Context: an optimization exercise on an open-source flow, tuned for small area, a short achievable clock period and few clock cycles per item. The choices shown serve that exercise and are no tape-out recipe.
Function was checked by simulation only, so behaviour that the tests miss may differ from the original.
Power is estimated from default activity; no workload was simulated.

## config.mk

```make
export PLATFORM = sky130hd
export DESIGN_NAME = sparse_conv_top
export DESIGN_NICKNAME = sparse_conv_top
export VERILOG_FILES = /design/flow/design.v
export SDC_FILE = /design/flow/constraint.sdc
export NUM_CORES = 4
export LEC_CHECK = 0
export CAP_MARGIN = 20
export CELL_PAD_IN_SITES_DETAIL_PLACEMENT = 1
export CELL_PAD_IN_SITES_GLOBAL_PLACEMENT = 2
export CORE_MARGIN = 2
export CORE_UTILIZATION = 40
export PLACE_DENSITY = 0.55
export SLEW_MARGIN = 20
```

## constraint.sdc

```tcl
create_clock -name core_clock -period 22.0 [get_ports {clk}]
set_input_delay 4.4000 -clock core_clock [delete_from_list [all_inputs] [get_ports {clk}]]
set_output_delay 4.4000 -clock core_clock [all_outputs]
set_load 0.01 [all_outputs]
```

## design.v

```verilog
`default_nettype none
package conv_pkg;
	typedef logic [31:0] word_t;
	typedef logic [3:0]  kidx_t;
	typedef logic [1:0]  kpos_t;
	typedef logic [5:0]  waddr_t;
	localparam int KERNEL_N = 9;
	localparam int IFMAP_N  = 16;
	localparam int RESULT_N = 4;
	localparam waddr_t KERNEL_BASE = 6'h00;
	localparam waddr_t IFMAP_BASE  = 6'h10;
	localparam waddr_t CTRL_ADDR   = 6'h20;
	localparam waddr_t STATUS_ADDR = 6'h21;
	localparam waddr_t RESULT_BASE = 6'h28;
	typedef enum logic [1:0] {C_IDLE, C_SCAN, C_DONE} comp_state_e;
	typedef enum logic [1:0] {E_IDLE, E_WAIT_LIST, E_RUN, E_DONE} eng_state_e;
endpackage
`default_nettype wire
`default_nettype none
module sparse_conv_top #(
	parameter int MUL_TERMS = 3
) (
	input  logic             clk,
	input  logic             rst_n,
	input  logic             wb_cyc_i,
	input  logic             wb_stb_i,
	input  logic             wb_we_i,
	input  conv_pkg::waddr_t wb_adr_i,
	input  conv_pkg::word_t  wb_dat_i,
	output conv_pkg::word_t  wb_dat_o,
	output logic             wb_ack_o
);
	function automatic logic [4:0] gfac(input logic [31:0] p);
		logic [4:0] lo;
		lo = p[4:0];
		if (|p[31:5] || lo >= 5'd21)
			gfac = 5'd21;
		else if (lo[4] && !lo[0])
			gfac = lo - 5'd1;
		else
			gfac = lo;
	endfunction
	function automatic logic [3:0] popcnt9(input logic [8:0] v);
		popcnt9 = '0;
		for (int i = 0; i < 9; i++) popcnt9 = popcnt9 + {3'd0, v[i]};
	endfunction
	function automatic logic [8:0] booth(input logic [5:0] b);
		logic [6:0] x;
		x = {b, 1'b0};
		for (int j = 0; j < 3; j++) begin
			booth[3*j]   = x[2*j+1] ^ x[2*j];
			booth[3*j+1] = (x[2*j+2] & ~x[2*j+1] & ~x[2*j]) | (~x[2*j+2] & x[2*j+1] & x[2*j]);
			booth[3*j+2] = x[2*j+2] & ~(x[2*j+1] & x[2*j]);
		end
	endfunction
	logic        ack_q;
	logic        wv_q;     
	logic        s2_q;     
	logic [5:0]  adr_q;
	logic [31:0] dat_q;
	logic        access;
	assign access   = wb_cyc_i & wb_stb_i & ~ack_q;
	assign wb_ack_o = ack_q;
	always_ff @(posedge clk or negedge rst_n) begin
		if (!rst_n) begin
			ack_q <= 1'b0;
			wv_q  <= 1'b0;
			s2_q  <= 1'b0;
		end else begin
			ack_q <= access;
			wv_q  <= access & wb_we_i;
			s2_q  <= wv_q;
		end
	end
	always_ff @(posedge clk) begin
		if (access) begin
			adr_q <= wb_adr_i;
			dat_q <= wb_dat_i;
		end
	end
	logic [31:0] kmem [3][3];    
	logic [8:0]  knz;
	logic [4:0]  gmem [4][4];    
	logic ph;       
	logic col;
	assign col = ~ph;
	function automatic logic [3:0] tap_rc(input logic [3:0] t);
		case (t)
			4'd0: tap_rc = {2'd0, 2'd0};
			4'd1: tap_rc = {2'd0, 2'd1};
			4'd2: tap_rc = {2'd0, 2'd2};
			4'd3: tap_rc = {2'd1, 2'd0};
			4'd4: tap_rc = {2'd1, 2'd1};
			4'd5: tap_rc = {2'd1, 2'd2};
			4'd6: tap_rc = {2'd2, 2'd0};
			4'd7: tap_rc = {2'd2, 2'd1};
			default: tap_rc = {2'd2, 2'd2};
		endcase
	endfunction
	function automatic logic is_kern(input logic [5:0] a);
		is_kern = (a[5:4] == 2'b00) && (a[3:0] < 4'd9);
	endfunction
	logic [5:0] adr_n;
	assign adr_n = access ? wb_adr_i : adr_q;
	logic [2:0] csel_q, rsel0_q, rsel1_q;
	always_ff @(posedge clk) begin
		logic [3:0] rc;
		logic [1:0] kc_n, pr_n, pc_n;
		logic [2:0] tc;
		rc   = tap_rc(adr_n[3:0]);
		pr_n = adr_n[3:2];
		pc_n = adr_n[1:0];
		tc   = {1'b0, pc_n} - {2'b00, ph};
		if (is_kern(adr_n)) begin
			csel_q  <= 3'b001 << rc[1:0];
			rsel0_q <= 3'b001 << rc[3:2];
		end else begin
			csel_q  <= tc[2] ? 3'b000 : 3'(3'b001 << tc[1:0]);
			rsel0_q <= 3'(3'b001 << pr_n);
		end
		rsel1_q <= 3'((4'b0001 << pr_n) >> 1);
	end
	logic wr, kern, pix, sw1;
	assign wr   = wv_q | s2_q;
	assign kern = wr && is_kern(adr_q);
	assign pix  = wr && (adr_q[5:4] == 2'b01);
	assign sw1  = wv_q && (adr_q == 6'h20) && dat_q[0];
	logic [3:0] idx;
	logic [1:0] kr, kc, pr, pc;
	assign idx      = adr_q[3:0];
	assign {kr, kc} = tap_rc(idx);
	assign pr       = idx[3:2];
	assign pc       = idx[1:0];
	logic [31:0] kcolv [3];
	logic [31:0] kread0, kread1;
	always_comb begin
		for (int r = 0; r < 3; r++) begin
			kcolv[r] = ({32{csel_q[0]}} & kmem[r][0])
			         | ({32{csel_q[1]}} & kmem[r][1])
			         | ({32{csel_q[2]}} & kmem[r][2]);
		end
		kread0 = ({32{rsel0_q[0]}} & kcolv[0]) | ({32{rsel0_q[1]}} & kcolv[1])
		       | ({32{rsel0_q[2]}} & kcolv[2]);
		kread1 = ({32{rsel1_q[0]}} & kcolv[0]) | ({32{rsel1_q[1]}} & kcolv[1])
		       | ({32{rsel1_q[2]}} & kcolv[2]);
	end
	logic [1:0] gcol, grow0;
	logic [4:0] gcolv [4];
	logic [4:0] g_a, g_b;
	assign gcol  = kern ? kc + 2'(col) : pc;
	assign grow0 = kern ? kr : pr;
	always_comb begin
		for (int r = 0; r < 4; r++) gcolv[r] = gmem[r][gcol];
	end
	assign g_a = gcolv[grow0];
	assign g_b = gcolv[kr + 2'd1];
	logic [2:0] tcol;
	logic       tcol_ok;
	assign tcol    = {1'b0, pc} - {2'b00, col};
	assign tcol_ok = (tcol[2] == 1'b0) && (tcol[1:0] != 2'd3);
	logic [4:0] g_new;
	logic [5:0] g_dlt;
	assign g_new = gfac(dat_q);
	assign g_dlt = {1'b0, g_new} - {1'b0, g_a};
	logic v0, v1;
	assign v0 = pix && pr != 2'd3 && tcol_ok;
	assign v1 = pix && pr != 2'd0 && tcol_ok;
	logic [31:0] a0_q, a1_q;     
	logic [8:0]  b0_q, b1_q;     
	logic [31:0] kdiff;
	assign kdiff = dat_q - kread0;
	always_ff @(posedge clk) begin
		a0_q <= kern ? kdiff : kread0;
		a1_q <= kern ? kdiff : kread1;
	end
	always_ff @(posedge clk or negedge rst_n) begin
		if (!rst_n) begin
			b0_q <= '0;
			b1_q <= '0;
			ph   <= 1'b0;
			for (int r = 0; r < 4; r++)
				for (int c = 0; c < 4; c++) gmem[r][c] <= '0;
		end else begin
			ph <= ~ph;
			if (kern) begin
				b0_q <= booth({1'b0, g_a});
				b1_q <= booth({1'b0, g_b});
			end else begin
				b0_q <= v0 ? booth(g_dlt) : 9'd0;
				b1_q <= v1 ? booth(g_dlt) : 9'd0;
			end
			if (pix && s2_q) gmem[pr][pc] <= g_new;
		end
	end
	always_ff @(posedge clk) begin
		if (kern && s2_q) begin
			kmem[kr][kc] <= dat_q;
			knz[idx]     <= |dat_q;
		end
	end
	function automatic logic [31:0] mac(input logic [31:0] acc,
			input logic [31:0] a, input logic [8:0] d);
		logic [31:0] p [3];
		logic [31:0] n;
		for (int j = 0; j < 3; j++) begin
			p[j] = ((a & {32{d[3*j]}}) | ((a << 1) & {32{d[3*j+1]}})) ^ {32{d[3*j+2]}};
		end
		n = {27'd0, d[8], 1'b0, d[5], 1'b0, d[2]};
		mac = acc + p[0] + (p[1] << 2) + (p[2] << 4) + n;
	endfunction
	logic [31:0] r0a, r0b, r1a, r1b;
	always_ff @(posedge clk or negedge rst_n) begin
		if (!rst_n) begin
			r0a <= '0;
			r0b <= '0;
			r1a <= '0;
			r1b <= '0;
		end else begin
			r0a <= r0b;
			r0b <= mac(r0a, a0_q, b0_q);
			r1a <= r1b;
			r1b <= mac(r1a, a1_q, b1_q);
		end
	end
	logic        done_q;
	logic        snap1_q, snap2_q;
	logic [3:0]  cnt_q;
	logic [31:0] h0a, h0b, h1a, h1b;
	logic        snap;
	assign snap = snap1_q | snap2_q;
	always_ff @(posedge clk or negedge rst_n) begin
		if (!rst_n) begin
			done_q  <= 1'b0;
			snap1_q <= 1'b0;
			snap2_q <= 1'b0;
			cnt_q   <= '0;
		end else begin
			snap1_q <= sw1;
			snap2_q <= snap1_q;
			if (sw1) begin
				done_q <= 1'b1;
				cnt_q  <= popcnt9(knz);
			end
		end
	end
	always_ff @(posedge clk) begin
		h0a <= h0b;
		h0b <= snap ? r0a : h0a;
		h1a <= h1b;
		h1b <= snap ? r1a : h1a;
	end
	logic [31:0] rd_q;
	logic [1:0]  rsel;
	assign rsel = {wb_adr_i[1], wb_adr_i[0] ^ ph};
	always_ff @(posedge clk) begin
		rd_q <= '0;
		if (wb_adr_i == 6'h21) begin
			rd_q[1]   <= done_q;
			rd_q[7:4] <= cnt_q;
		end else if (wb_adr_i[5:2] == 4'b1010 && done_q) begin
			case (rsel)
				2'd0: rd_q <= h0a;
				2'd1: rd_q <= h0b;
				2'd2: rd_q <= h1a;
				default: rd_q <= h1b;
			endcase
		end
	end
	assign wb_dat_o = rd_q;
endmodule
`default_nettype wire
```

## flow/run.sh

```bash
#!/bin/bash
# The standard layout (standard.sh: the standard flow's synthesis and ORFS flow), with
# repair_timing aiming for extra setup slack and free to resize cells across
# footprints, so the layout is optimised for a shorter achieved period. The
# clock period and the constraints are the design's.
set -euo pipefail
read -r -a EXTRA < flow/extra.txt
bash standard.sh "${EXTRA[@]}" finish > standard_flow.log 2>&1
```

## flow/extra.txt

```
SETUP_SLACK_MARGIN=16.5 MATCH_CELL_FOOTPRINT=0
```

## standard.sh

```bash
#!/bin/bash
# synth_recipe.tcl (not shown) runs the flow's synth.tcl, then flattens the netlist and writes it again
# the make line also repeats each setting of config.mk as NAME=value (left out here)
make -C /OpenROAD-flow-scripts/flow DESIGN_CONFIG=/design/flow/config.mk WORK_HOME=/design/flow/orfs CLKGATE_MAP_FILE= SYNTH_SCRIPT=/design/flow/synth_recipe.tcl "${@:-finish}"
```

==> reports/qor.csv, run 1 <==
stage,metric,value,unit
status,status,"complete, no violations",
drt,Via-to-Cell Ratio,5.63,
sta,worst-margin pin slew,1.17,ns
global_routing,number of global-route vias before repair,29900,
drt,drt first pass iters,6,
setup_path,worst path cell trace,buf_6,
floorplanning,I/O Pins,76,
global_routing,initial antenna violation count,7,
setup_path,Max stage delay on crit path,0.40,ns
drt,final WL,127000,um
sta,Slew HR,22.2,%
synth,synthesized area,40500,um2
synth,post-synth cell types,73,
synth,Avg Inst Size Synth,11.6,um2
clock_tree,CTS tree,yes,
synth,top_reg_cell synth,edfxtp_1,
final_layout,layout cells sized above 1,12.9,%
drt,WL per Instance,25.7,um
setup_path,CP startpoint kind,flop,
final_layout,area delta synth->final,14.3,%
hold_path,Min-Delay Path Class,reg2reg,
placed_design,number of port buffers,75,
floorplanning,die area,104000,um2
clock_tree,Clock transition at path regs,0.06,ns
setup_path,CP Max Fanout,1,
drt,Routed Antenna Nets,0,
floorplanning,die width,322,um
clock_tree,hold_buf cts,0,
synth,Post-synth EDFFs,329,
sta,Final period util,25.4,%
floorplanning,Std-Cell Rows,116,
floorplanning,Die Ht,322,um
final_layout,"Design Area, Final",46300,um2
floorplanning,Core Region,100000,um2
clock_tree,Num CTS Buffers,92,
final_layout,most frequent cells in the layout,"edfxtp_1 (329), nand2_1 (311), inv_1 (285)",
sta,final hold violations,0,
synth,Syn. warnings,6,
setup_path,Buf/Inv on CP,1,
setup_path,WP data arrival,1.19,ns
sta,endpoints failing setup,0,
job,max-cap viol count,0,
synth,synth top area cells,"edfxtp_1 (24%), dfrtp_1 (15%), dfxtp_1 (12%)",
final_layout,Post-layout nets,3905,
sta,Max Freq,179,MHz
pwr,P_leak,19.1,nW
setup_path,Setup CP Type,reg2out,
sta,setup TNS,0,ns
synth,"Seq/Total Area, Yosys",51.1,%
setup_path,CP Data Required Time,17.60,ns
sta,Slew Limit Fails,0,
pwr,VDD IR-drop max,0.0720,mV
global_routing,largest net degree at the start of global routing,72,
drt,DR iter-0 viols,1921,
floorplanning,Initial Utilization,40.4,%
synth,post-synth top area cell,edfxtp_1,
placed_design,post-DP HPWL,86600,um
clock_tree,# clock sinks,809,
placed_design,placed insts,4738,
global_routing,gr usage total,24.6,%
sta,RSZ-0062 raised after global routing,yes,
final_layout,Non-Filler Instances,4927,
placed_design,RD Place Congestion,0.801,
drt,post-route DRC violation count,0,
sta,post-route minimum period,5.59,ns
setup_path,"setup slack, reg-to-reg",16.76,ns
setup_path,Crit. End Element,output port,
synth,Synth Instances,3476,
synth,Synth Net Count,3831,
clock_tree,Max Root-Sink Buffers,3,
synth,Seq cells post-synth,809,
global_routing,GR Overflow Total,0,
pwr,pwr dens,109,nW/um2
drt,Vias,27700,
synth,Synth top area share,24.4,%
sta,clk_skew,0.0189,ns
setup_path,CP max-delay cell,dfxtp_4,
synth,asr flop ratio synth,29.3,%
clock_tree,clock latency (worst-skew pair),0.68,ns
final_layout,"commonest non-fill, non-tap cell in the layout",edfxtp_1,
clock_tree,H-tree depth,3,
placed_design,placed inst area,42800,um2
clock_tree,CTS root buffer,clkbuf_16,
setup_path,Top Family by Delay on Critical Path,flip-flops,
global_routing,first-pass GRT wire length,191000,um
==> cell type report <==
| class | count | area, um2 |
|---|---|---|
| flip-flops and latches | 809 | 20800 |
| clock buffers | 124 | 2560 |
| repair inverters | 1 | 7.51 |
| multi-input cells | 2211 | 18400 |
| inverters | 292 | 1110 |
| clock inverters | 45 | 493 |
| well taps | 1298 | 1620 |
| repair buffers | 143 | 1360 |
| fillers | 10400 | 53900 |
| diodes | 4 | 10.0 |
==> cell families after synthesis <==
logic type	after synthesis	share of synthesized area, %
DFF	809	51.1
adders and majority gates	312	12.0
AOI/OAI and AO/OA	796	13.8
xor gates and xnor gates	270	5.84
buffers and inverters	456	4.27
muxes	196	6.14
and+or+nand+nor	637	6.89
==> sequential cells by signal, summed over array words and instances (netlist names), 9 cells and up, named ones only <==
signal	flops
h1a	32
r0a	32
r1b	32
a1_q	32
h0a	32
kmem	288
a0_q	32
h0b	32
b0_q	9
gmem	80
h1b	32
dat_q	32
knz	9
r0b	32
rd_q	32
b1_q	9
r1a	32
==> through the flow <==
step / setup slack (ns) / hold WS, ns / total power [W] / util, %
floorplan: 15.53 / 0.326 / 0.00292 / -
global placement: 14.58 / 0.330 / 0.00349 / 42.7
finish: 16.41 / 0.338 / 0.00506 / 46.2
CTS: 16.38 / 0.336 / 0.00512 / 46.1
detailed placement: 14.47 / 0.334 / 0.00353 / 42.7
global route: 16.37 / 0.340 / 0.00537 / 46.2
==> repair_timing <==
item | in CTS | in global routing
setup endpoints to repair | 259 | 124
gates cloned | 1 | 0
gates resized for setup | 203 | 22
pin swaps | 7 | 2
buffers inserted | 12 | 3
endpoints found under the hold margin | 0 | 0
==> metal layers <==
metal / GRT usage, % / vias up / routed length (um)
li1: - / 12600 / -
met1: 33.5 / 14300 / 57000
met2: 41.6 / 707 / 61200
met3: 3.25 / 157 / 5690
met4: 6.41 / 2 / 2890
met5: 0 / - / 14
==> synth_stat cells, types with 97 or more instances <==
master and count:
edfxtp_1 329, nand2_1 313, inv_1 288, a22oi_1 280
dfxtp_1 243, dfrtp_1 237, xnor2_1 231, ha_1 185
a21oi_1 170, nor2_1 142, fa_1 127, clkbuf_1 115
mux2_2 97
==> final timing paths <==
path | startpoint | endpoint | cells after the start
worst max-delay path | rd_q[1] | wb_dat_o[1] | 1
worst min-delay path | r0b[25] | r0a[25] | 0
worst max register to register | b0_q[0] | r0b[30] | 16
worst min register to register | r0b[25] | r0a[25] | 0
max in group asynchronous | rst_n | gmem[10][2] | 4
min in group asynchronous | rst_n | r1a[21] | 1
==> where the power goes <==
group	internal (W)	leakage, nW	switching [W]	total [W]
Combinational	0.000540	9.59	0.000913	0.00145
Sequential	0.00178	7.97	0.000271	0.00205
Clock	0.000907	1.50	0.000654	0.00156
Total	0.00322	19.1	0.00184	0.00506
Testbench counts, summed over its fixed seeds: cycles 18,588, items 384.
==> run 2: changes to the inputs <==
--- a/config.mk
+++ b/config.mk
@@ -11,4 +11,6 @@
 export CORE_MARGIN = 2
 export CORE_UTILIZATION = 40
+export CTS_CLUSTER_DIAMETER = 90
+export CTS_CLUSTER_SIZE = 28
 export PLACE_DENSITY = 0.55
 export SLEW_MARGIN = 20
==> reports/qor.csv, run 2 <==
stage,metric,value,unit
pwr,NetSw,0.00176,W
drt,Routed Antenna Nets,0,
sta,Max Freq,178,MHz
final_layout,biggest regs,"kmem x288, gmem x80",
clock_tree,# clock sinks,809,
drt,Vias,27400,
synth,top_reg_cell synth,edfxtp_1,
global_routing,gr usage total,24.3,%
sta,RSZ-0062 raised after global routing,yes,
clock_tree,H-tree depth,2,
synth,Syn. warnings,6,
synth,post-synth cell types,73,
setup_path,Worst R2R End,r1b[31],
sta,setup TNS,0,ns
pwr,internal power,0.00273,W
sta,worst-margin pin slew,1.20,ns
drt,WL per Instance,25.9,um
synth,most common cell in the netlist,edfxtp_1,
clock_tree,clock latency (worst-skew pair),0.68,ns
placed_design,number of port buffers,75,
setup_path,Critical Path Start,rd_q[1],
final_layout,max reg flops,288,
pwr,Seq pwr share,45.5,%
final_layout,Non-Filler Instances,4838,
sta,Final period util,25.5,%
floorplanning,die width,322,um
synth,Post-synth EDFFs,329,
sta,final hold violations,0,
floorplanning,Std-Cell Rows,116,
final_layout,most frequent cells in the layout,"edfxtp_1 (329), nand2_1 (311), inv_1 (285)",
global_routing,GR Overflow Total,0,
final_layout,Largest Register,kmem,
setup_path,CP Max Fanout,1,
clock_tree,Num CTS Buffers,44,
setup_path,Max stage delay on crit path,0.41,ns
global_routing,number of global-route vias before repair,29300,
synth,synth top area cells,"edfxtp_1 (24%), dfrtp_1 (15%), dfxtp_1 (12%)",
drt,post-route DRC violation count,0,
sta,worst hold slack,0.339,ns
synth,post-synth top area cell,edfxtp_1,
status,status,"complete, no violations",
setup_path,Top Family by Delay on Critical Path,flip-flops,
setup_path,CP Data Required Time,17.60,ns
synth,Seq cells post-synth,809,
placed_design,post-DP HPWL,86600,um
clock_tree,Clock transition at path regs,0.11,ns
floorplanning,Initial Utilization,40.4,%
pwr,Sw Share,39.2,%
synth,synthesized area,40500,um2
final_layout,Post-layout nets,3858,
floorplanning,Core Region,100000,um2
pwr,P_leak,18.3,nW
sta,Slew Limit Fails,0,
setup_path,Buf/Inv on CP,1,
setup_path,CP max-delay cell,dfxtp_4,
sta,post-route minimum period,5.61,ns
sta,endpoints failing setup,0,
floorplanning,die area,104000,um2
setup_path,r2r worst-path depth,19,
clock_tree,Max Root-Sink Buffers,3,
pwr,Comb pwr share,32.4,%
final_layout,layout cells sized above 1,11.3,%
setup_path,CP startpoint kind,flop,
final_layout,"commonest non-fill, non-tap cell in the layout",edfxtp_1,
setup_path,critical path depth in cells,1,
placed_design,placed insts,4738,
hold_path,Min-Delay Path Class,reg2reg,
placed_design,RD Place Congestion,0.801,
setup_path,crit path capture,wb_dat_o[1],
setup_path,Crit. End Element,output port,
pwr,pwr dens,100,nW/um2
drt,Via-to-Cell Ratio,5.66,
synth,Synth Net Count,3831,
synth,"Seq/Total Area, Yosys",51.1,%
synth,synth cell count leaders,"edfxtp_1 (329), nand2_1 (313), inv_1 (288), a22oi_1 (280), dfxtp_1 (243)",
clock_tree,CTS tree,yes,
floorplanning,Die Ht,322,um
drt,final WL,125000,um
sta,Slew HR,20.3,%
drt,DR iter-0 viols,1945,
setup_path,Setup CP Type,reg2out,
job,max-cap viol count,0,
synth,Synth top area share,24.4,%
synth,Synth Instances,3476,
synth,Avg Inst Size Synth,11.6,um2
setup_path,"setup slack, reg-to-reg",16.74,ns
global_routing,largest net degree at the start of global routing,72,
global_routing,initial antenna violation count,6,
final_layout,area delta synth->final,10.6,%
global_routing,first-pass GRT wire length,189000,um
clock_tree,CTS root buffer,clkbuf_16,
pwr,clock share of power,22.1,%
setup_path,worst r2r src,b1_q[4],
setup_path,worst path cell trace,buf_6,
pwr,VDD IR-drop max,0.0882,mV
setup_path,WP data arrival,1.21,ns
sta,clk_skew,0.0302,ns
drt,drt first pass iters,6,
synth,asr flop ratio synth,29.3,%
floorplanning,I/O Pins,76,
run 2: how the worst min path moves through the flow:
stage | cells after the start | endpoint | from
6_report | 0 | r1a[5] | r1b[5]
5_1_grt | 0 | r1a[5] | r1b[5]
4_1_cts | 0 | r1a[5] | r1b[5]
3_5_place_dp | 0 | h0a[17] | h0b[17]
3_3_place_gp | 0 | h1a[13] | h1b[13]
2_1_floorplan | 0 | h0a[0] | h0b[0]
run 2: metrics by stage:
| step | instance area, um2 | total power [W] | util (%) | worst slack (ns) |
|---|---|---|---|---|
| finish | 44800 | 0.00449 | 44.7 | 16.39 |
| global route | 44800 | 0.00478 | 44.7 | 16.34 |
| CTS | 44600 | 0.00454 | 44.5 | 16.33 |
| detailed placement | 42800 | 0.00353 | 42.7 | 14.47 |
| global placement | 42800 | 0.00349 | 42.7 | 14.58 |
| floorplan | 40600 | 0.00292 | - | 15.53 |
run 2: cells by family after synthesis:
kind of cell / count (synthesis) / share of synthesized area [%]
AND/OR/NAND/NOR: 637 / 6.89
flip-flops: 809 / 51.1
buffers and inverters: 456 / 4.27
multiplexers: 196 / 6.14
AO/OA/AOI/OAI: 796 / 13.8
XOR/XNOR: 270 / 5.84
adder cells (fa/ha/maj): 312 / 12.0
run 2: power groups by stage:
stage                     Combinational [W]  Clock [W]  Sequential, W
after floorplan                    0.000991          0        0.00193
after global placement              0.00140          0        0.00209
after detailed placement            0.00144          0        0.00209
after CTS                           0.00146    0.00103        0.00206
after global routing                0.00163    0.00108        0.00208
final                               0.00145   0.000994        0.00204
run 2: cell type report:
cell class                      count  area (um2)
Fill cell                       10500       55400
Multi-Input combinational cell   2211       18400
Timing Repair inverter              1        7.51
Timing Repair Buffer              144        1390
Clock inverter                     30         385
Clock buffer                       48        1150
Antenna cell                        5        12.5
Inverter                          292        1110
Tap cell                         1298        1620
Sequential cell                   809       20800
run 2: worst reg2reg max path, delay by kind of cell, from the launching register on:
family	cells	cell delay, ns
AOI/OAI and AO/OA	9	2.13
xor gates and xnor gates	2	0.31
adders and majority gates	4	1.62
buffers and inverters	4	0.66
DFF	1	0.43
run 2: per-layer routing:
| metal | up-vias | share of wire (%) | track usage [%] |
|---|---|---|---|
| li1 | 12500 | - | - |
| met1 | 14200 | 45 | 33.4 |
| met2 | 570 | 49 | 41.8 |
| met3 | 114 | 4.0 | 2.32 |
| met4 | 0 | 1.7 | 5.20 |
| met5 | - | 0 | 0 |
run 2: timing repair:
| action | 4_1_cts | 5_1_grt |
|---|---|---|
| resized for setup | 197 | 30 |
| setup endpoints to repair | 259 | 125 |
| gates cloned | 1 | 0 |
| hold buffers | 0 | 0 |
| buffers inserted | 11 | 5 |
| pin swaps | 7 | 4 |
==> run 3: changes to the inputs <==
--- a/config.mk
+++ b/config.mk
@@ -11,6 +11,6 @@
 export CORE_MARGIN = 2
 export CORE_UTILIZATION = 40
-export CTS_CLUSTER_DIAMETER = 90
-export CTS_CLUSTER_SIZE = 28
+export CTS_CLUSTER_DIAMETER = 80
+export CTS_CLUSTER_SIZE = 20
 export PLACE_DENSITY = 0.55
 export SLEW_MARGIN = 20
==> reports/qor.csv, run 3 <==
stage,metric,value,unit
status,status,"complete, no violations",
sta,clk_skew,0.0326,ns
pwr,Sw Share,38.5,%
hold_path,min-delay src,r1b[8],
synth,mux cell area share after synthesis,6.14,%
global_routing,first-pass GRT wire length,189000,um
floorplanning,I/O Pins,76,
placed_design,post-DP HPWL,86600,um
synth,synth cell count leaders,"edfxtp_1 (329), nand2_1 (313), inv_1 (288), a22oi_1 (280), dfxtp_1 (243)",
global_routing,busiest grt layer,met2,
pwr,P_leak,18.4,nW
synth,largest family of logic cells by synthesized area,compound AO/OA/AOI/OAI gates,
synth,top_reg_cell synth,edfxtp_1,
final_layout,"Design Area, Final",45000,um2
sta,endpoints failing setup,0,
synth,most common cell in the netlist,edfxtp_1,
clock_tree,# clock sinks,809,
pwr,Seq pwr share,44.7,%
synth,adder-cell share of the synthesized area,12.0,%
clock_tree,CTS root buffer,clkbuf_16,
final_layout,layout cells sized above 1,11.4,%
clock_tree,Max Root-Sink Buffers,3,
sta,Slew HR,21.8,%
placed_design,placed inst area,42800,um2
floorplanning,Std-Cell Rows,116,
final_layout,most frequent cells in the layout,"edfxtp_1 (329), nand2_1 (312), inv_1 (285)",
synth,Seq cells post-synth,809,
synth,Synth Instances,3476,
global_routing,met2 Use GR,41.6,%
global_routing,GR Overflow Total,0,
clock_tree,Num CTS Buffers,55,
pwr,clock share of power,23.6,%
setup_path,WP data arrival,1.21,ns
setup_path,worst r2r src,b1_q[0],
synth,Synth Net Count,3831,
setup_path,CP Max Fanout,1,
final_layout,Largest Register,kmem,
clock_tree,clock latency (worst-skew pair),0.70,ns
hold_path,hold path endpoint,r1a[8],
drt,Routed Antenna Nets,0,
global_routing,met3 usage,2.89,%
sta,setup TNS,0,ns
synth,Avg Inst Size Synth,11.6,um2
synth,Synth top area share,24.4,%
synth,post-synth top area cell,edfxtp_1,
setup_path,Setup CP Type,reg2out,
setup_path,CP max-delay cell,dfxtp_4,
drt,WL per Instance,25.8,um
global_routing,met1 GRT Util,33.4,%
sta,Slew Limit Fails,0,
sta,Max Freq,178,MHz
drt,Via-to-Cell Ratio,5.64,
sta,RSZ-0062 raised after global routing,yes,
placed_design,placed insts,4738,
synth,"Seq/Total Area, Yosys",51.1,%
synth,Simple-Gate Fraction of Synth Area,6.89,%
synth,Post-synth EDFFs,329,
hold_path,Worst Hold Path Cells,0,
pwr,Pwr Total,0.00458,W
setup_path,Crit. End Element,output port,
drt,post-route DRC violation count,0,
sta,final hold violations,0,
sta,post-route minimum period,5.61,ns
floorplanning,Initial Utilization,40.4,%
final_layout,fill count,10500,
global_routing,largest net degree at the start of global routing,72,
pwr,Comb pwr share,31.7,%
pwr,VDD IR-drop max,0.0636,mV
clock_tree,Clock transition at path regs,0.09,ns
synth,Synth Area in Compound Gates,13.8,%
synth,synth top area cells,"edfxtp_1 (24%), dfrtp_1 (15%), dfxtp_1 (12%)",
final_layout,biggest regs,"kmem x288, gmem x80",
synth,asr flop ratio synth,29.3,%
job,max-cap viol count,0,
synth,synthesized area,40500,um2
setup_path,worst path cell trace,buf_6,
pwr,internal power,0.00282,W
setup_path,CP startpoint kind,flop,
synth,Synth Area in XOR/XNOR,5.84,%
sta,worst-margin pin slew,1.17,ns
global_routing,initial antenna violation count,7,
drt,drt first pass iters,10,
global_routing,number of global-route vias before repair,29400,
setup_path,Buf/Inv on CP,1,
placed_design,number of port buffers,75,
final_layout,"commonest non-fill, non-tap cell in the layout",edfxtp_1,
drt,Vias,27400,
clock_tree,CTS tree,yes,
setup_path,Max stage delay on crit path,0.41,ns
floorplanning,die area,104000,um2
final_layout,area delta synth->final,11.1,%
placed_design,RD Place Congestion,0.801,
pwr,NetSw,0.00176,W
drt,DR iter-0 viols,1958,
setup_path,r2r worst-path depth,17,
clock_tree,H-tree depth,2,
setup_path,CP Data Required Time,17.60,ns
final_layout,Post-layout nets,3867,
floorplanning,Core Region,100000,um2
floorplanning,Die Ht,322,um
sta,Final period util,25.5,%
setup_path,"setup slack, reg-to-reg",16.78,ns
final_layout,max reg flops,288,
floorplanning,die width,322,um
setup_path,Worst R2R End,r1b[24],
pwr,pwr dens,102,nW/um2
global_routing,gr usage total,24.4,%
drt,final WL,126000,um
final_layout,Non-Filler Instances,4863,
hold_path,Min-Delay Path Class,reg2reg,
synth,post-synth cell types,73,
setup_path,Top Family by Delay on Critical Path,flip-flops,
synth,Syn. warnings,6,
-- run 3: cell families (layout without fill, tap and decap cells) --
kind of cell / after synthesis / in the layout
buffers and inverters: 456 / 538
adders and majority gates: 312 / 312
xor gates and xnor gates: 270 / 270
and+or+nand+nor: 637 / 637
AOI/OAI and AO/OA: 796 / 796
other: 0 / 7
DFF: 809 / 809
muxes: 196 / 196
-- run 3: worst max path at each step --
stage	startpoint	end	slack, ns	cells after the start
2_1_floorplan	wb_cyc_i	csel_q[0]	15.53	8
3_3_place_gp	wb_cyc_i	csel_q[1]	14.58	9
3_5_place_dp	wb_cyc_i	rsel0_q[1]	14.47	11
4_1_cts	rd_q[1]	wb_dat_o[1]	16.35	1
5_1_grt	ack_q	wb_ack_o	16.34	1
6_report	rd_q[1]	wb_dat_o[1]	16.39	1
-- run 3: power by group through the flow --
stage	sequential (W)	clock [W]	combinational (W)
CTS	0.00206	0.00112	0.00146
global route	0.00208	0.00117	0.00163
global placement	0.00209	0	0.00140
finish	0.00205	0.00108	0.00145
detailed placement	0.00209	0	0.00144
floorplan	0.00193	0	0.000991
-- run 3: final cells by class --
cell class | count | area, um2 | area share [%]
timing repair inverter | 1 | 7.51 | 0.0167
timing repair buffer | 142 | 1350 | 3.00
inverter | 292 | 1110 | 2.47
antenna | 7 | 17.5 | 0.0390
clock inverter | 23 | 248 | 0.551
sequential | 809 | 20800 | 46.2
multi-input combinational | 2211 | 18300 | 40.8
tap | 1298 | 1620 | 3.61
clock buffer | 80 | 1520 | 3.38
-- run 3: what timing repair did --
item	in CTS	in global routing
setup buffers	8	6
hold buffers	0	0
gates cloned	1	0
pin swaps	6	3
gates resized for setup	201	25
endpoints found under the setup margin	259	126
-- run 3: routing by layer --
metal / vias up / routed length, um
li1: 12500 / -
met1: 14100 / 56800
met2: 624 / 60500
met3: 139 / 5580
met4: 0 / 2750
met5: - / 0
-- run 3: through the flow --
stage / hold slack [ns] / setup slack (ns) / util [%]
floorplan: 0.326 / 15.53 / -
global placement: 0.330 / 14.58 / 42.7
detailed placement: 0.334 / 14.47 / 42.7
CTS: 0.351 / 16.35 / 44.7
global route: 0.354 / 16.34 / 44.9
finish: 0.347 / 16.39 / 44.9
-- run 3: worst reg2reg max path, cell delays in order, from the launching register on --
cell	delay (ns)
dfrtp_1	0.43
buf_6	0.31
a22oi_1	0.18
xor2_1	0.18
fa_1	0.50
inv_1	0.05
fa_1	0.49
fa_1	0.45
ha_1	0.31
a211oi_1	0.38
or3_1	0.23
a211o_1	0.16
nand3_1	0.19
a211oi_2	0.39
o21ai_0	0.24
a211o_1	0.32
a21oi_1	0.18
xnor2_1	0.15
==> run 4: changes to the inputs <==
--- a/design.v
+++ b/design.v
@@ -169,5 +169,5 @@
 	logic [8:0]  b0_q, b1_q;     
 	logic [31:0] kdiff;
-	assign kdiff = dat_q - kread0;
+	assign kdiff = bk_add(dat_q, ~kread0, 1'b1);
 	always_ff @(posedge clk) begin
 		a0_q <= kern ? kdiff : kread0;
@@ -199,4 +199,26 @@
 		end
 	end
+	function automatic logic [31:0] bk_add(input logic [31:0] x, input logic [31:0] y,
+			input logic ci);
+		logic [31:0] p, g, pp, gg;
+		p     = x ^ y;
+		g     = x & y;
+		g[0]  = g[0] | (p[0] & ci);
+		pp    = p;
+		gg    = g;
+		for (int l = 0; l < 5; l++)
+			for (int i = 0; i < 32; i++)
+				if ((i % (2 << l)) == ((2 << l) - 1)) begin
+					gg[i] = gg[i] | (pp[i] & gg[i - (1 << l)]);
+					pp[i] = pp[i] & pp[i - (1 << l)];
+				end
+		for (int l = 3; l >= 0; l--)
+			for (int i = 0; i < 32; i++)
+				if ((i % (2 << l)) == ((1 << l) - 1) && i >= (2 << l)) begin
+					gg[i] = gg[i] | (pp[i] & gg[i - (1 << l)]);
+					pp[i] = pp[i] & pp[i - (1 << l)];
+				end
+		bk_add = p ^ {gg[30:0], ci};
+	endfunction
 	function automatic logic [31:0] mac(input logic [31:0] acc,
 			input logic [31:0] a, input logic [8:0] d);
==> flow/extra.txt (replaced) <==
SETUP_SLACK_MARGIN=16.3 MATCH_CELL_FOOTPRINT=0
==> reports/qor.csv, run 4 <==
stage,metric,value,unit
synth,Synth Instances,3419,
pwr,pwr dens,103,nW/um2
job,max-cap viol count,0,
synth,Synth top area share,24.6,%
sta,Slew HR,19.4,%
setup_path,CP Max Fanout,1,
clock_tree,H-tree depth,2,
drt,Routed Antenna Nets,0,
setup_path,Top Family by Delay on Critical Path,flip-flops,
setup_path,CP Data Required Time,17.60,ns
sta,Final period util,25.7,%
synth,Post-synth EDFFs,329,
clock_tree,Num CTS Buffers,57,
global_routing,number of global-route vias before repair,29000,
placed_design,RD Place Congestion,0.807,
floorplanning,die width,321,um
synth,synthesized area,40100,um2
synth,Synth Net Count,3786,
global_routing,gr usage total,24.4,%
floorplanning,Core Region,99700,um2
drt,post-route DRC violation count,0,
sta,setup TNS,0,ns
status,status,"complete, no violations",
sta,endpoints failing setup,0,
sta,worst-margin pin slew,1.21,ns
synth,adder-cell share of the synthesized area,12.8,%
setup_path,Crit. End Element,output port,
final_layout,"commonest non-fill, non-tap cell in the layout",nand2_1,
clock_tree,CTS tree,yes,
floorplanning,Initial Utilization,40.2,%
pwr,P_leak,18.7,nW
floorplanning,I/O Pins,76,
clock_tree,Max Root-Sink Buffers,3,
setup_path,CP startpoint kind,flop,
final_layout,Post-layout nets,3829,
setup_path,Max stage delay on crit path,0.41,ns
placed_design,placed insts,4683,
sta,Max Freq,177,MHz
sta,RSZ-0062 raised after global routing,yes,
synth,Seq cells post-synth,809,
synth,mux cell area share after synthesis,5.74,%
synth,"Seq/Total Area, Yosys",51.5,%
final_layout,most frequent cells in the layout,"nand2_1 (330), edfxtp_1 (329), a22oi_1 (306)",
global_routing,largest net degree at the start of global routing,146,
drt,WL per Instance,25.9,um
placed_design,number of port buffers,75,
clock_tree,CTS root buffer,clkbuf_16,
sta,clk_skew,0.0363,ns
setup_path,WP data arrival,1.25,ns
synth,synth cell count leaders,"nand2_1 (332), edfxtp_1 (329), a22oi_1 (306), inv_1 (297), dfxtp_1 (243)",
sta,post-route minimum period,5.65,ns
floorplanning,Die Ht,321,um
hold_path,Min-Delay Path Class,reg2reg,
final_layout,final core utilization,44.8,%
drt,final WL,125000,um
final_layout,area delta synth->final,11.4,%
clock_tree,Clock transition at path regs,0.08,ns
synth,largest family of logic cells by synthesized area,compound AO/OA/AOI/OAI gates,
synth,most common cell in the netlist,nand2_1,
drt,Via-to-Cell Ratio,5.61,
pwr,VDD IR-drop max,0.0690,mV
setup_path,worst path cell trace,clkbuf_2,
drt,Vias,27000,
synth,Simple-Gate Fraction of Synth Area,6.87,%
sta,worst hold slack,0.347,ns
floorplanning,die area,103000,um2
global_routing,initial antenna violation count,8,
setup_path,Setup CP Type,reg2out,
final_layout,fill count,10400,
global_routing,first-pass GRT wire length,188000,um
final_layout,biggest regs,"kmem x288, gmem x80",
synth,asr flop ratio synth,29.3,%
placed_design,post-DP HPWL,84900,um
global_routing,GR Overflow Total,0,
setup_path,Buf/Inv on CP,1,
drt,DR iter-0 viols,1999,
placed_design,placed inst area,42400,um2
setup_path,CP max-delay cell,dfxtp_2,
synth,Avg Inst Size Synth,11.7,um2
final_layout,Largest Register,kmem,
sta,final hold violations,0,
floorplanning,Std-Cell Rows,116,
clock_tree,clock latency (worst-skew pair),0.70,ns
final_layout,Non-Filler Instances,4810,
synth,post-synth cell types,79,
final_layout,max reg flops,288,
sta,Slew Limit Fails,0,
drt,drt first pass iters,7,
synth,post-synth top area cell,edfxtp_1,
synth,Synth Area in Compound Gates,13.0,%
final_layout,"Design Area, Final",44700,um2
synth,top_reg_cell synth,edfxtp_1,
synth,Synth Area in XOR/XNOR,5.74,%
synth,synth top area cells,"edfxtp_1 (25%), dfrtp_1 (15%), dfxtp_1 (12%)",
synth,Syn. warnings,6,
clock_tree,# clock sinks,809,
final_layout,layout cells sized above 1,10.6,%
## run 4: changes by cell type after synthesis, sizes merged, moves of 11 or more
cell and delta:
a22oi +26, a222oi -23, nand2 +19, buf -17, fa +15, a211oi -13
mux2i -13, o21ai -13, clkbuf +12, or3 -11
## run 4: cell families after synthesis
family | Yosys count
DFF | 809
AOI/OAI and AO/OA | 752
and+or+nand+nor | 633
buffers and inverters | 460
adders and majority gates | 324
xor gates and xnor gates | 263
muxes | 178
## run 4: through the flow
stage | total power [W] | setup WS, ns
after floorplan | 0.00289 | 15.53
after global placement | 0.00344 | 14.56
after detailed placement | 0.00348 | 14.38
after CTS | 0.00464 | 16.27
after global routing | 0.00488 | 16.29
final | 0.00458 | 16.35
## run 4: timing repair
action | in CTS | in global routing
gates cloned | 3 | 0
pin swaps | 3 | 7
gates resized for setup | 81 | 30
hold buffers | 0 | 0
setup endpoints to repair | 106 | 25
buffers inserted | 6 | 8
## run 4: final cells by class
class | instances | area [um2] | area share, %
Inverter | 301 | 1140 | 2.56
Sequential cell | 809 | 20700 | 46.3
Tap cell | 1298 | 1620 | 3.63
Clock inverter | 28 | 342 | 0.764
Clock buffer | 79 | 1530 | 3.43
Timing Repair Buffer | 140 | 1330 | 2.98
Timing Repair inverter | 1 | 7.51 | 0.0168
Multi-Input combinational cell | 2152 | 18000 | 40.3
Antenna cell | 2 | 5.00 | 0.0112
## run 4: path summary, 6_finish.rpt
| kind | depth (start not counted) | slack (ns) | startpoint | endpoint |
|---|---|---|---|---|
| min reg2reg | 0 | 0.35 | r1b[5] | r1a[5] |
| min in group asynchronous | 1 | 3.71 | rst_n | r1a[20] |
| max in group asynchronous | 2 | 16.85 | rst_n | b1_q[5] |
| max | 1 | 16.35 | rd_q[1] | wb_dat_o[1] |
| max reg2reg | 17 | 16.56 | b0_q[0] | r0b[30] |
| min | 0 | 0.35 | r1b[5] | r1a[5] |
## run 4: where the power goes
group	internal, W	total (W)	switching, W
Clock	0.000526	0.00113	0.000599
Combinational	0.000527	0.00140	0.000872
Sequential	0.00178	0.00206	0.000282
Total	0.00283	0.00458	0.00175
## run 4: metal layers
metal / track usage [%] / up-vias / wire length, um
li1: - / 12200 / -
met1: 33.4 / 14100 / 56400
met2: 41.0 / 572 / 60200
met3: 2.36 / 144 / 4660
met4: 6.96 / 2 / 3310
met5: 0 / - / 8
Testbench counts of run 4, summed over its fixed seeds: cycles 18,588, items 384.
==> run 5: changes to the inputs <==
==> flow/extra.txt (replaced) <==
SETUP_SLACK_MARGIN=16.5 MATCH_CELL_FOOTPRINT=0
==> reports/qor.csv, run 5 <==
stage,metric,value,unit
drt,Vias,26800,
setup_path,CP startpoint kind,flop,
final_layout,area delta synth->final,11.3,%
drt,Via-to-Cell Ratio,5.57,
status,status,"complete, no violations",
placed_design,placed inst area,42400,um2
setup_path,Max stage delay on crit path,0.39,ns
synth,Post-synth EDFFs,329,
placed_design,DP Worst Slack,14.39,ns
final_layout,most frequent cells in the layout,"nand2_1 (330), edfxtp_1 (329), a22oi_1 (306)",
synth,most common cell in the netlist,nand2_1,
setup_path,CP Max Fanout,2,
synth,post-synth cell types,79,
sta,setup TNS,0,ns
pwr,pwr dens,102,nW/um2
final_layout,"commonest non-fill, non-tap cell in the layout",nand2_1,
setup_path,CP max-delay cell,dfrtp_1,
final_layout,Largest Register,kmem,
sta,Slew HR,29.5,%
final_layout,layout cells sized above 1,11.6,%
setup_path,worst path cell trace,clkbuf_2,
pwr,VDD IR-drop max,0.0612,mV
sta,final worst setup slack,16.40,ns
final_layout,biggest regs,"kmem x288, gmem x80",
synth,Synth Instances,3419,
floorplanning,I/O Pins,76,
clock_tree,clock latency (worst-skew pair),0.69,ns
sta,endpoints failing setup,0,
sta,post-route minimum period,5.60,ns
floorplanning,die width,321,um
clock_tree,Num CTS Buffers,55,
global_routing,number of global-route vias before repair,28600,
clock_tree,Max Root-Sink Buffers,3,
sta,RSZ-0062 raised after global routing,yes,
synth,synth top area cells,"edfxtp_1 (25%), dfrtp_1 (15%), dfxtp_1 (12%)",
final_layout,"Design Area, Final",44700,um2
global_routing,initial antenna violation count,2,
drt,DR iter-0 viols,1835,
floorplanning,Die Ht,321,um
sta,Max Freq,179,MHz
synth,synth cell count leaders,"nand2_1 (332), edfxtp_1 (329), a22oi_1 (306), inv_1 (297), dfxtp_1 (243)",
drt,Routed Antenna Nets,0,
drt,WL per Instance,25.7,um
clock_tree,CTS root buffer,clkbuf_16,
clock_tree,# clock sinks,809,
global_routing,GR Overflow Total,0,
setup_path,Crit. End Element,output port,
synth,Synth top area share,24.6,%
drt,final WL,123000,um
placed_design,number of port buffers,75,
floorplanning,Core Region,99700,um2
floorplanning,die area,103000,um2
setup_path,Buf/Inv on CP,1,
final_layout,Post-layout nets,3827,
pwr,P_leak,18.4,nW
synth,Seq cells post-synth,809,
setup_path,Top Family by Delay on Critical Path,flip-flops,
global_routing,largest net degree at the start of global routing,165,
drt,post-route DRC violation count,0,
final_layout,max reg flops,288,
drt,drt first pass iters,6,
synth,post-synth top area cell,edfxtp_1,
floorplanning,Std-Cell Rows,116,
synth,Syn. warnings,6,
sta,final hold violations,0,
placed_design,RD Place Congestion,0.786,
synth,"Seq/Total Area, Yosys",51.5,%
sta,clk_skew,0.0287,ns
sta,worst-margin pin slew,1.06,ns
global_routing,gr usage total,24.2,%
clock_tree,H-tree depth,2,
setup_path,Setup CP Type,reg2out,
final_layout,final core utilization,44.8,%
global_routing,first-pass GRT wire length,186000,um
synth,Avg Inst Size Synth,11.7,um2
synth,asr flop ratio synth,29.3,%
synth,Synth Net Count,3786,
placed_design,post-DP HPWL,84400,um
sta,Slew Limit Fails,0,
setup_path,WP data arrival,1.20,ns
clock_tree,Clock transition at path regs,0.08,ns
job,max-cap viol count,0,
sta,Final period util,25.4,%
hold_path,Min-Delay Path Class,reg2reg,
clock_tree,CTS tree,yes,
floorplanning,Initial Utilization,40.2,%
synth,synthesized area,40100,um2
setup_path,CP Data Required Time,17.60,ns
synth,top_reg_cell synth,edfxtp_1,
-- run 5: cell counts after synthesis --
No cell type changed its count.
-- run 5: per-layer routing --
metal	share of wire (%)	global-route usage (%)	routed length, um	up-vias
met5	0	0	0	-
met4	2.2	5.72	2680	0
met3	4.5	3.06	5530	118
met2	48	41.0	59700	583
met1	45	32.9	55400	13900
li1	-	-	-	12200
-- run 5: logic make-up (layout without fill, tap and decap cells) --
group / after synthesis / after routing / share of synthesized area [%]
other: 0 / 3 / 0
flip-flops: 809 / 809 / 51.5
AND/OR/NAND/NOR: 633 / 633 / 6.87
buffers and inverters: 460 / 547 / 4.41
XOR/XNOR: 263 / 263 / 5.74
adder cells (fa/ha/maj): 324 / 324 / 12.8
AO/OA/AOI/OAI: 752 / 752 / 13.0
multiplexers: 178 / 178 / 5.74
-- run 5: power breakdown --
part / switching, W / leakage (nW) / internal (W) / total (W)
Clock: 0.000576 / 0.900 / 0.000530 / 0.00111
Sequential: 0.000290 / 7.96 / 0.00178 / 0.00207
Combinational: 0.000863 / 9.50 / 0.000527 / 0.00139
-- run 5: what timing repair did --
action,in CTS,in global routing
resized for setup,201,20
pin swaps,5,1
buffers inserted,10,7
hold buffers,0,0
setup endpoints to repair,141,60
cloned,1,0
-- run 5: layout make-up --
type,count,area (um2)
clock buffer,77,1550
antenna,3,7.51
timing repair buffer,142,1340
multi-input combinational,2150,18000
clock inverter,26,293
sequential,809,20700
fill,10500,55000
tap,1298,1620
inverter,301,1140
timing repair inverter,1,7.51
-- run 5: worst paths after layout --
check                        start         end  slack [ns]  cells after the start
setup reg to reg           b1_q[2]     r1b[31]       16.65                     16
min in group asynchronous    rst_n     r1a[20]        3.66                      1
hold reg to reg            h1b[12]     h1a[12]        0.35                      0
max in group asynchronous    rst_n  gmem[6][0]       16.85                      2
setup / recovery             ack_q    wb_ack_o       16.40                      1
hold / removal             h1b[12]     h1a[12]        0.35                      0
-- run 5: metrics by stage --
step                std cells  hold WS [ns]  total power, W
floorplan                3419         0.326         0.00289
global placement         4682         0.331         0.00344
detailed placement       4683         0.336         0.00348
CTS                      4797         0.348         0.00461
global route             4804         0.342         0.00485
finish                   4807         0.347         0.00456
==> run 6: changes to the inputs <==
--- a/config.mk
+++ b/config.mk
@@ -6,5 +6,5 @@
 export NUM_CORES = 4
 export LEC_CHECK = 0
-export CAP_MARGIN = 20
+export CAP_MARGIN = 5
 export CELL_PAD_IN_SITES_DETAIL_PLACEMENT = 1
 export CELL_PAD_IN_SITES_GLOBAL_PLACEMENT = 2
@@ -14,3 +14,3 @@
 export CTS_CLUSTER_SIZE = 20
 export PLACE_DENSITY = 0.55
-export SLEW_MARGIN = 20
+export SLEW_MARGIN = 5
==> reports/qor.csv, run 6 <==
stage,metric,value,unit
global_routing,largest net degree at the start of global routing,165,
synth,top_reg_cell synth,edfxtp_1,
drt,Via-to-Cell Ratio,5.50,
clock_tree,CTS root buffer,clkbuf_16,
synth,synth top area cells,"edfxtp_1 (25%), dfrtp_1 (15%), dfxtp_1 (12%)",
setup_path,WP data arrival,1.19,ns
drt,Vias,26500,
job,max-cap viol count,0,
sta,Slew HR,18.6,%
setup_path,Max stage delay on crit path,0.38,ns
final_layout,"commonest non-fill, non-tap cell in the layout",nand2_1,
clock_tree,H-tree depth,2,
final_layout,layout cells sized above 1,11.5,%
placed_design,RD Place Congestion,0.786,
synth,post-synth cell types,79,
drt,DR iter-0 viols,1915,
sta,post-route minimum period,5.59,ns
synth,asr flop ratio synth,29.3,%
sta,Max Freq,179,MHz
pwr,Pwr Total,0.00452,W
floorplanning,die area,103000,um2
hold_path,min-delay src,h1b[12],
synth,Post-synth EDFFs,329,
global_routing,gr usage total,24.3,%
synth,Seq cells post-synth,809,
pwr,pwr dens,101,nW/um2
sta,endpoints failing setup,0,
setup_path,CP max-delay cell,dfrtp_1,
final_layout,Largest Register,kmem,
setup_path,r2r worst-path depth,17,
status,status,"complete, no violations",
setup_path,CP Max Fanout,2,
sta,setup TNS,0,ns
clock_tree,# clock sinks,809,
global_routing,first-pass GRT wire length,187000,um
synth,most common cell in the netlist,nand2_1,
floorplanning,I/O Pins,76,
setup_path,CP Data Required Time,17.60,ns
global_routing,initial antenna violation count,3,
synth,post-synth top area cell,edfxtp_1,
floorplanning,Core Region,99700,um2
sta,Slew Limit Fails,0,
setup_path,Worst R2R End,r1b[31],
setup_path,"setup slack, reg-to-reg",16.73,ns
floorplanning,die width,321,um
placed_design,number of port buffers,75,
final_layout,biggest regs,"kmem x288, gmem x80",
sta,worst-margin pin slew,1.22,ns
synth,Avg Inst Size Synth,11.7,um2
setup_path,Buf/Inv on CP,1,
sta,RSZ-0062 raised after global routing,yes,
setup_path,worst path cell trace,clkbuf_2,
setup_path,CP startpoint kind,flop,
setup_path,Crit. End Element,output port,
synth,Synth top area share,24.6,%
pwr,VDD IR-drop max,0.0624,mV
synth,Synth Instances,3419,
final_layout,max reg flops,288,
synth,Synth Net Count,3786,
synth,Syn. warnings,6,
sta,Final period util,25.4,%
clock_tree,Max Root-Sink Buffers,3,
final_layout,most frequent cells in the layout,"nand2_1 (331), edfxtp_1 (329), a22oi_1 (306)",
clock_tree,clock latency (worst-skew pair),0.69,ns
synth,"Seq/Total Area, Yosys",51.5,%
final_layout,multi-input logic area,18000,um2
global_routing,GR Overflow Total,0,
final_layout,Reg area,20700,um2
floorplanning,Die Ht,321,um
clock_tree,CTS tree,yes,
synth,synthesized area,40100,um2
placed_design,post-DP HPWL,84400,um
drt,drt first pass iters,6,
global_routing,number of global-route vias before repair,28800,
setup_path,Top Family by Delay on Critical Path,flip-flops,
hold_path,Worst Hold Path Cells,0,
clock_tree,hold_buf cts,0,
setup_path,Setup CP Type,reg2out,
floorplanning,Initial Utilization,40.2,%
synth,synth cell count leaders,"nand2_1 (332), edfxtp_1 (329), a22oi_1 (306), inv_1 (297), dfxtp_1 (243)",
drt,Routed Antenna Nets,0,
hold_path,hold path endpoint,h1a[12],
floorplanning,Std-Cell Rows,116,
hold_path,Min-Delay Path Class,reg2reg,
drt,post-route DRC violation count,0,
clock_tree,Num CTS Buffers,55,
drt,WL per Instance,25.5,um
final_layout,Post-layout nets,3830,
sta,final hold violations,0,
clock_tree,Clock transition at path regs,0.08,ns
drt,final WL,123000,um
sta,clk_skew,0.0359,ns
setup_path,worst r2r src,b1_q[5],
pwr,P_leak,18.3,nW
final_layout,fill count,10500,
final_layout,area delta synth->final,11.1,%
==> run 6: changes by cell type in the layout (fill, tap and decap cells not counted), sizes merged <==
cell	before	now
clkinv	11	8
buf	101	103
clkbuf	78	80
bufinv	2	0
inv	311	315
==> run 6: worst max-delay path by stage <==
stage               startpoint     endpoint  slack (ns)  cells after the start
detailed placement    wb_stb_i    csel_q[1]       14.39                      9
CTS                    rd_q[2]  wb_dat_o[2]       16.34                      1
global route             ack_q     wb_ack_o       16.36                      1
floorplan             wb_stb_i    csel_q[0]       15.53                      8
global placement      wb_stb_i    csel_q[1]       14.53                      9
finish                   ack_q     wb_ack_o       16.41                      1
==> run 6: worst reg2reg max path, cell delays in order, from the launching register on <==
cell	delay (ns)
dfrtp_2	0.36
clkbuf_8	0.34
inv_1	0.19
xnor2_1	0.17
fa_1	0.39
inv_1	0.09
fa_1	0.44
fa_1	0.49
fa_1	0.42
a21o_1	0.19
a21oi_1	0.31
o211ai_1	0.22
nand4_1	0.24
nand3b_1	0.22
a221oi_2	0.36
o21ai_0	0.26
and4_1	0.27
nor3_1	0.19
==> run 6: area by class of cell <==
cell class | instances | share of cell area, %
diodes | 3 | 0.0168
well taps | 1298 | 3.64
clock inverters | 25 | 0.572
repair inverters | 1 | 0.0168
multi-input cells | 2150 | 40.3
flip-flops and latches | 809 | 46.5
clock buffers | 78 | 3.38
inverters | 301 | 2.56
repair buffers | 145 | 3.06
==> run 6: where the power goes <==
| group | switching (W) | total [W] | internal, W |
|---|---|---|---|
| logic | 0.000855 | 0.00138 | 0.000528 |
| registers | 0.000293 | 0.00207 | 0.00178 |
| clock network | 0.000571 | 0.00107 | 0.000498 |
| total | 0.00172 | 0.00452 | 0.00280 |
==> run 6: cell families after synthesis <==
group	share of synthesized area [%]
simple gates	6.87
flops	51.5
xor+xnor	5.74
compound gates	13.0
fa+ha+maj	12.8
buf+inv	4.41
mux	5.74
==> run 6: layer usage <==
metal	vias to the layer above	global-route usage (%)	wire length, um
met5	-	0	0
met4	0	6.40	3200
met3	109	3.14	5900
met2	587	40.9	59100
met1	13600	33.0	54600
li1	12200	-	-
==> run 6: metrics by stage <==
| step | cells | hold WS, ns | utilization [%] | cell area, um2 | setup WS, ns |
|---|---|---|---|---|---|
| 6_report | 4810 | 0.346 | 44.7 | 44600 | 16.41 |
| 5_1_grt | 4807 | 0.355 | 44.7 | 44600 | 16.36 |
| 4_1_cts | 4802 | 0.346 | 44.6 | 44500 | 16.34 |
| 3_5_place_dp | 4682 | 0.332 | 42.5 | 42400 | 14.39 |
| 3_3_place_gp | 4682 | 0.331 | 42.5 | 42400 | 14.53 |
| 2_1_floorplan | 3419 | 0.326 | - | 40200 | 15.53 |
==> run 6: repair_timing <==
item	4_1_cts	5_1_grt
gates cloned	1	0
setup buffers	16	5
resized for setup	195	27
hold endpoints to repair	0	0
setup endpoints to repair	142	64
pin swaps	6	2
==> run 7: changes to the inputs <==
--- a/config.mk
+++ b/config.mk
@@ -13,4 +13,5 @@
 export CTS_CLUSTER_DIAMETER = 80
 export CTS_CLUSTER_SIZE = 20
+export GPL_TIMING_DRIVEN = 0
 export PLACE_DENSITY = 0.55
 export SLEW_MARGIN = 5
==> reports/qor.csv, run 7 <==
stage,metric,value,unit
final_layout,"Design Area, Final",45400,um2
setup_path,CP Max Fanout,2,
sta,Slew Limit Fails,0,
final_layout,"commonest non-fill, non-tap cell in the layout",nand2_1,
sta,RSZ-0062 raised after global routing,yes,
pwr,pwr dens,101,nW/um2
synth,top_reg_cell synth,edfxtp_1,
final_layout,most frequent cells in the layout,"nand2_1 (330), edfxtp_1 (329), a22oi_1 (306)",
sta,final worst setup slack,16.40,ns
setup_path,worst r2r src,csel_q[0],
setup_path,Top Family by Delay on Critical Path,flip-flops,
sta,clk_skew,0.0337,ns
clock_tree,CTS root buffer,clkbuf_16,
sta,Final period util,25.4,%
setup_path,Buf/Inv on CP,1,
clock_tree,CTS tree,yes,
clock_tree,# clock sinks,809,
placed_design,post-DP HPWL,100000,um
sta,endpoints failing setup,0,
setup_path,Setup CP Type,reg2out,
setup_path,r2r worst-path depth,21,
global_routing,GR Overflow Total,0,
drt,post-route DRC violation count,0,
drt,drt first pass iters,8,
clock_tree,Max Root-Sink Buffers,3,
floorplanning,I/O Pins,76,
synth,synth cell count leaders,"nand2_1 (332), edfxtp_1 (329), a22oi_1 (306), inv_1 (297), dfxtp_1 (243)",
sta,setup TNS,0,ns
clock_tree,H-tree depth,2,
sta,post-route minimum period,5.60,ns
setup_path,"setup slack, reg-to-reg",16.74,ns
synth,synth top area cells,"edfxtp_1 (25%), dfrtp_1 (15%), dfxtp_1 (12%)",
placed_design,RD Place Congestion,0.893,
global_routing,number of global-route vias before repair,29200,
job,max-cap viol count,0,
clock_tree,Num CTS Buffers,53,
hold_path,Min-Delay Path Class,reg2reg,
synth,most common cell in the netlist,nand2_1,
floorplanning,Initial Utilization,40.2,%
clock_tree,clock latency (worst-skew pair),0.68,ns
final_layout,layout cells sized above 1,12.7,%
placed_design,placed inst area,43000,um2
pwr,P_leak,18.7,nW
drt,final WL,131000,um
hold_path,hold path endpoint,r1a[1],
global_routing,initial antenna violation count,5,
sta,Max Freq,179,MHz
final_layout,area delta synth->final,13.1,%
synth,"Seq/Total Area, Yosys",51.5,%
hold_path,min-delay src,r1b[1],
sta,Slew HR,31.0,%
final_layout,biggest regs,"kmem x288, gmem x80",
setup_path,worst path cell trace,clkbuf_2,
drt,DR iter-0 viols,2183,
setup_path,WP data arrival,1.20,ns
setup_path,CP startpoint kind,flop,
sta,worst-margin pin slew,1.04,ns
floorplanning,Core Region,99700,um2
status,status,"complete, no violations",
synth,post-synth top area cell,edfxtp_1,
global_routing,gr usage total,25.6,%
synth,Synth Instances,3419,
synth,Synth Net Count,3786,
pwr,VDD IR-drop max,0.0691,mV
final_layout,max reg flops,288,
setup_path,CP max-delay cell,dfrtp_1,
floorplanning,die area,103000,um2
clock_tree,Clock transition at path regs,0.08,ns
sta,final hold violations,0,
setup_path,Crit. End Element,output port,
synth,asr flop ratio synth,29.3,%
floorplanning,Die Ht,321,um
synth,post-synth cell types,79,
final_layout,Post-layout nets,3971,
final_layout,Largest Register,kmem,
synth,Syn. warnings,6,
synth,Synth top area share,24.6,%
setup_path,Worst R2R End,a1_q[31],
global_routing,first-pass GRT wire length,196000,um
setup_path,Critical Path Start,ack_q,
floorplanning,Std-Cell Rows,116,
hold_path,Worst Hold Path Cells,0,
drt,WL per Instance,26.5,um
drt,Via-to-Cell Ratio,5.59,
setup_path,CP Data Required Time,17.60,ns
synth,Seq cells post-synth,809,
synth,synthesized area,40100,um2
placed_design,DP Worst Slack,14.33,ns
synth,Post-synth EDFFs,329,
global_routing,largest net degree at the start of global routing,99,
drt,Routed Antenna Nets,0,
drt,Vias,27600,
floorplanning,die width,321,um
synth,Avg Inst Size Synth,11.7,um2
setup_path,Max stage delay on crit path,0.39,ns
placed_design,number of port buffers,74,
clock_tree,hold_buf cts,0,
-- run 7: logic make-up (layout without fill, tap and decap cells) --
family	count (synthesis)	count (layout)	share of synthesized area (%)
AND/OR/NAND/NOR	633	633	6.87
buffers and inverters	460	679	4.41
flip-flops	809	809	51.5
other	0	3	0
AO/OA/AOI/OAI	752	752	13.0
adder cells (fa/ha/maj)	324	324	12.8
XOR/XNOR	263	263	5.74
multiplexers	178	178	5.74
-- run 7: layer usage --
metal  wire (um)  part of all wire (%)  GRT usage [%]
met5          11                0.0084              0
met4        3060                   2.3           6.10
met3        5020                   3.8           2.46
met2       62900                    48           42.9
met1       59700                    46           35.9
-- run 7: report_power, final --
part,switching [W],internal (W)
registers,0.000277,0.00178
clock network,0.000556,0.000491
logic,0.000934,0.000551
total,0.00177,0.00282
-- run 7: layout make-up --
cell class,count,area [um2]
Timing Repair inverter,1,7.51
Fill cell,10400,54300
Sequential cell,809,20700
Clock inverter,19,186
Inverter,301,1140
Tap cell,1298,1620
Antenna cell,3,7.51
Multi-Input combinational cell,2150,18100
Timing Repair Buffer,129,1330
Clock buffer,70,1500
Buffer,159,803
-- run 7: per-stage QoR --
| stage | std cells | utilization, % | hold WS (ns) | power [W] |
|---|---|---|---|---|
| global placement | 4791 | 42.7 | 0.329 | 0.00348 |
| CTS | 4921 | 45.1 | 0.348 | 0.00462 |
| finish | 4939 | 45.5 | 0.341 | 0.00458 |
| detailed placement | 4818 | 43.2 | 0.334 | 0.00353 |
| global route | 4936 | 45.5 | 0.352 | 0.00487 |
| floorplan | 3419 | - | 0.326 | 0.00289 |
-- run 7: worst max path at each step --
stage | to | slack (ns) | cells after the start
floorplan | csel_q[0] | 15.53 | 8
global placement | gmem[3][0] | 5.65 | 1
detailed placement | csel_q[1] | 14.33 | 9
CTS | wb_ack_o | 16.34 | 1
global route | wb_ack_o | 16.37 | 1
finish | wb_ack_o | 16.40 | 1
-- run 7: repair_timing --
item                       4_1_cts  5_1_grt
setup endpoints to repair      174       84
gates resized for setup        268      101
buffers inserted                13       15
cloned                           1        0
pin swaps                       10       17

-- port drivers added, routing unchanged --
In the flow no input, the clock included, has a driving cell. The finished layouts below were timed again as built, in two steps. Step 1, drivers: a clkbuf_16 drives clk and a buf_2 each remaining input, both assumed. Step 2 times the ports against the registers' clock, not the clock port: input delays grow and output delays shrink by t, the midpoint of the rising clock arrivals with the driver on. Slacks: no drivers / after step 1 / after step 2; pairs: no drivers / after step 1.
run | t, ns | setup slack, ns | worst register clock-pin slew, ns | worst data-port slew with drivers (ns) | cell pins on the clock port's net
run 1 | 0.742 | 16.414 / 16.342 / 15.822 | 0.07 / 0.07 | 0.05 | 1
run 2 | 0.734 | 16.393 / 16.321 / 15.804 | 0.11 / 0.11 | 0.05 | 1
run 3 | 0.751 | 16.388 / 16.319 / 15.818 | 0.09 / 0.09 | 0.05 | 1
run 4 | 0.756 | 16.349 / 16.278 / 15.790 | 0.09 / 0.09 | 0.07 | 1
run 5 | 0.742 | 16.402 / 16.332 / 15.868 | 0.09 / 0.09 | 0.07 | 1
run 6 | 0.745 | 16.410 / 16.337 / 15.847 | 0.09 / 0.09 | 0.07 | 1
run 7 | 0.740 | 16.403 / 16.327 / 15.836 | 0.09 / 0.09 | 0.05 | 1
After both steps setup and hold are still met in every run listed. The setup slack of run 1, which loses most, moves by -0.072 ns with the drivers and by -0.592 ns with both steps.
